Background: an optimization exercise with open tools, aiming at small area. Do not read the settings as production practice. The RTL was checked by simulation tests, not by an equivalence proof against the original design. The flow treats the clock pin as an ideal source, which a real chip does not have. Power figures rest on the tool's default switching activity, not on a simulated workload.

== old ==
==> flow/design.v (excerpt) <==
module imu_pose_gesture_recognizer_top (
    input  logic                             clk,
    input  logic                             rst_n,
    input  logic                             in_valid,
    output logic                             in_ready,
    input  logic signed [15:0]               accel_x,
    input  logic signed [15:0]               accel_y,
    input  logic signed [15:0]               accel_z,
    input  logic signed [15:0]               gyro_x,
    input  logic signed [15:0]               gyro_y,
    input  logic signed [15:0]               gyro_z,
    input  logic [31:0]                      now_ms,
    output logic                             out_valid,
    input  logic                             out_ready,
    output logic [1:0]                       gesture_code,
    output logic [1:0]                       phase_after,
    input  logic                             psel,
    input  logic                             penable,
    input  logic                             pwrite,
    input  logic [4:0]                       paddr,
    input  logic [31:0]                      pwdata,
    output logic [31:0]                      prdata,
    output logic                             pready
);
    logic [1:0]  smp_pose;
    logic [16:0] smp_motion_n;
    logic [31:0] smp_now_ms;
    logic    in_valid_reg, in_valid_next;
    logic    out_valid_reg, out_valid_next;
    logic    advance;
    logic    in_take;
    logic [5:0]  cfg_written;
    logic [16:0] trigger_q;
    logic [16:0] release_q;
    logic [15:0] timeout_q;
    logic [15:0] pose_hold_q;
    logic [16:0] arm_q;
    logic [15:0] neutral_q;
    logic [1:0]  pose;
    logic [16:0] motion_n;
    assign advance  = in_valid_reg && (!out_valid_reg || out_ready);
    assign in_ready = !in_valid_reg || advance;
    assign in_take  = in_valid && in_ready;
  ...
Settings: LEC_CHECK=0, CAP_MARGIN=20, CORE_MARGIN=2, CORE_UTILIZATION=55, SLEW_MARGIN=20; clock period 10.0 ns.
standard.sh (not shown) runs the stock make flow with config.mk's settings and CLKGATE_MAP_FILE= SYNTH_SCRIPT=/design/flow/synth_recipe.tcl, a recipe that flattens the netlist after the stock synthesis.
==> flow/flow/run.sh <==
#!/bin/bash
# Layout: the standard flow (standard.sh), with changes that only shrink
# overhead cells: the port buffers are the smallest buffer, and CTS builds
# the clock tree from small clock buffers and adds no dummy loads.
# Synthesis, floorplan, power grid, tap cells, placement and routing are the
# standard ones.
set -euo pipefail
cd "$(dirname "$0")/.."
bash standard.sh \
    "BUFFER_PORTS_ARGS=-buffer_cell sky130_fd_sc_hd__buf_1" \
    "CTS_ARGS=-sink_clustering_enable -repair_clock_nets -dont_use_dummy_load -buf_list {sky130_fd_sc_hd__clkbuf_8} -root_buf sky130_fd_sc_hd__clkbuf_8" \
    finish > make_finish.log 2>&1
old finished every step from synthesis to the final layout, and the layout passed the timing, DRC and antenna checks.
Modified inputs, new compared to old
# old
export LEC_CHECK = 0
export CAP_MARGIN = 20
export CORE_MARGIN = 2
export CORE_UTILIZATION = 55
export SLEW_MARGIN = 20
create_clock -name core_clock -period 10.0 [get_ports {clk}]
# new
export LEC_CHECK = 0
export CAP_MARGIN = 20
export CORE_MARGIN = 2
export CORE_UTILIZATION = 72
export SLEW_MARGIN = 20
create_clock -name core_clock -period 10.0 [get_ports {clk}]
==> comparison <==
Achievable frequency (new over old): increase, 0.00089 GHz
Higher global routing usage summed across all routing layers was reported by new, not old.
Summary of new over old: core area -about 24%, vertical extent of the die -about 12%, design area -0.63%, power +0.000038 W, initial antenna violation count +1.
Row count shrinks by more than 10% when moving from old to new.
Of old and new, the run reporting the higher endpoint arrival time on the critical path was old.


## nickel
imu_pose_gesture_recognizer_top again, from the RTL that the note above started with.
==> flow/design.v (excerpt) <==
module imu_pose_gesture_recognizer_top (
    input  logic                             clk,
    input  logic                             rst_n,
    input  logic                             in_valid,
    output logic                             in_ready,
    input  logic signed [15:0]               accel_x,
    input  logic signed [15:0]               accel_y,
    input  logic signed [15:0]               accel_z,
    input  logic signed [15:0]               gyro_x,
    input  logic signed [15:0]               gyro_y,
    input  logic signed [15:0]               gyro_z,
    input  logic [31:0]                      now_ms,
    output logic                             out_valid,
    input  logic                             out_ready,
    output logic [1:0]                       gesture_code,
    output logic [1:0]                       phase_after,
    input  logic                             psel,
    input  logic                             penable,
    input  logic                             pwrite,
    input  logic [4:0]                       paddr,
    input  logic [31:0]                      pwdata,
    output logic [31:0]                      prdata,
    output logic                             pready
);
    logic [1:0]  smp_pose;
    logic [16:0] smp_motion_n;
    logic [31:0] smp_now_ms;
    logic    in_valid_reg, in_valid_next;
    logic    out_valid_reg, out_valid_next;
    logic    advance;
    logic    in_take;
    logic [5:0]  cfg_written;
    logic [16:0] trigger_q;
    logic [16:0] release_q;
    logic [15:0] timeout_q;
    logic [15:0] pose_hold_q;
    logic [16:0] arm_q;
    logic [15:0] neutral_q;
    logic [1:0]  pose;
    logic [16:0] motion_n;
    assign advance  = in_valid_reg && (!out_valid_reg || out_ready);
    assign in_ready = !in_valid_reg || advance;
    assign in_take  = in_valid && in_ready;
    always_comb
    begin
  ...
Settings: LEC_CHECK=0, CAP_MARGIN=20, CORE_MARGIN=2, CORE_UTILIZATION=65, SLEW_MARGIN=20; clock period 10.0 ns.
==> flow/flow/run.sh <==
#!/bin/bash
# Layout: the standard flow (standard.sh), with changes that only shrink
# overhead cells: the port buffers are the smallest buffer, CTS builds the
# clock tree from clkbuf_8 and adds no dummy loads, and the constant outputs
# share one tie cell per value instead of one tie cell each.
# Synthesis, floorplan, power grid, tap cells, placement and routing are the
# standard ones. Each ORFS step logs to orfs/logs/; make's own output goes
# to make_finish.log.
set -euo pipefail
cd "$(dirname "$0")/.."
bash standard.sh \
    "BUFFER_PORTS_ARGS=-buffer_cell sky130_fd_sc_hd__buf_1" \
    "CTS_ARGS=-sink_clustering_enable -repair_clock_nets -dont_use_dummy_load -buf_list {sky130_fd_sc_hd__clkbuf_8} -root_buf sky130_fd_sc_hd__clkbuf_8" \
    "SKIP_REPAIR_TIE_FANOUT=1" \
    finish > make_finish.log 2>&1
nickel ended with every stage complete and zero timing, DRC or antenna violations.
#### Input delta (quartz over nickel)
==> flow/flow/run.sh <==
#!/bin/bash
# Layout: the standard flow (standard.sh), with changes that only shrink
# overhead cells: the port buffers are the smallest buffer, and CTS builds
# the clock tree from small clock buffers and adds no dummy loads.
# Synthesis, floorplan, power grid, tap cells, placement and routing are the
# standard ones.
set -euo pipefail
cd "$(dirname "$0")/.."
bash standard.sh \
    "BUFFER_PORTS_ARGS=-buffer_cell sky130_fd_sc_hd__buf_1" \
    "CTS_ARGS=-sink_clustering_enable -repair_clock_nets -dont_use_dummy_load -buf_list {sky130_fd_sc_hd__clkbuf_8} -root_buf sky130_fd_sc_hd__clkbuf_8" \
    finish > make_finish.log 2>&1
Findings:
Compare quartz and nickel | layout overhead on the synthesized area higher: quartz
On flop-to-flop setup slack, the higher figure sits with quartz, not nickel.
Going from nickel to quartz, worst relative slew slack climbed 2.5 points; via count of the first global-routing pass now sits lower; share of the cycle needed by the critical path after routing now smaller; average vias per placed instance fell by 1.1%.
Comparing quartz against nickel, there is no change at all in mux share of post-synthesis cell area.
Edits applied to the flow inputs when going from quartz to fjord:
==> flow/flow/run.sh <==
#!/bin/bash
# Layout: the standard flow (standard.sh), with changes that only shrink
# overhead cells: the port buffers are the smallest buffer, CTS builds the
# clock tree from clkbuf_8 and adds no dummy loads, and after CTS a power
# recovery pass downsizes cells that have slack to spare (flow/post_cts.tcl).
# Synthesis, floorplan, power grid, tap cells, placement and routing are the
# standard ones. Each ORFS step logs to orfs/logs/; make's own output goes
# to make_finish.log.
set -euo pipefail
cd "$(dirname "$0")/.."
bash standard.sh \
    "BUFFER_PORTS_ARGS=-buffer_cell sky130_fd_sc_hd__buf_1" \
    "CTS_ARGS=-sink_clustering_enable -repair_clock_nets -dont_use_dummy_load -buf_list {sky130_fd_sc_hd__clkbuf_8} -root_buf sky130_fd_sc_hd__clkbuf_8" \
    "POST_CTS_TCL=$PWD/flow/post_cts.tcl" \
    finish > make_finish.log 2>&1
==> flow/flow/post_cts.tcl (new file) <==
# Sourced by ORFS's CTS step (POST_CTS_TCL) after its own timing repair.
# Power recovery: downsize cells on paths whose slack allows it. This only
# swaps cells for smaller ones of the same function; the cells keep their
# places, and detailed placement checks that they stay legal.
estimate_parasitics -placement
repair_timing -recover_power 100 -verbose
detailed_placement
check_placement -verbose
estimate_parasitics -placement
report_worst_slack -max
report_worst_slack -min
## What came out
Having completed the whole flow, fjord delivered a layout that passed the timing, DRC and antenna checks.
There was hardly any difference in wire length of the first global-routing pass between fjord and quartz.
Between quartz and fjord, the difference in wire length is negligible.
Comparing quartz with fjord, the via density per instance came out essentially unchanged.
fjord does worse than quartz on first-iteration DRC count.
Finished layout cell area of fjord is on par with quartz.
In fjord relative to quartz, layout buffer count excluding clock buffers had gone up by a few percent.
~same achievable frequency in quartz and fjord

-- afterwards: timing with drivers on the ports --
In the flow no input, the clock included, has a driving cell. The finished layouts below were timed again as built, in two steps. Step 1 assumes that a clkbuf_16 drives the clock port and a buf_2 every other input. Step 2 moves the port delays by t, midway between the first and last clock arrival at a register: inputs arrive t later, outputs are due t later. That takes back most of the time a late clock gives input paths. Slacks: ideal / step 1 / step 2; pairs: ideal / step 1.
run | t (ns) | slack for setup (ns) | hold WS [ns]
old | 0.492 | 0.985 / 1.003 / 0.511 | 0.464 / 0.464 / 0.464
new | 0.502 | 1.057 / 1.070 / 0.567 | 0.473 / 0.473 / 0.473
nickel | 0.493 | 0.984 / 0.996 / 0.503 | 0.479 / 0.479 / 0.479
quartz | 0.487 | 1.045 / 1.057 / 0.569 | 0.491 / 0.491 / 0.491
fjord | 0.490 | 1.050 / 1.062 / 0.571 | 0.495 / 0.495 / 0.495
After both steps every run listed still meets setup and hold. For new, which loses most, drivers alone change the setup slack by +0.013 ns; drivers and shift together by -0.490 ns.
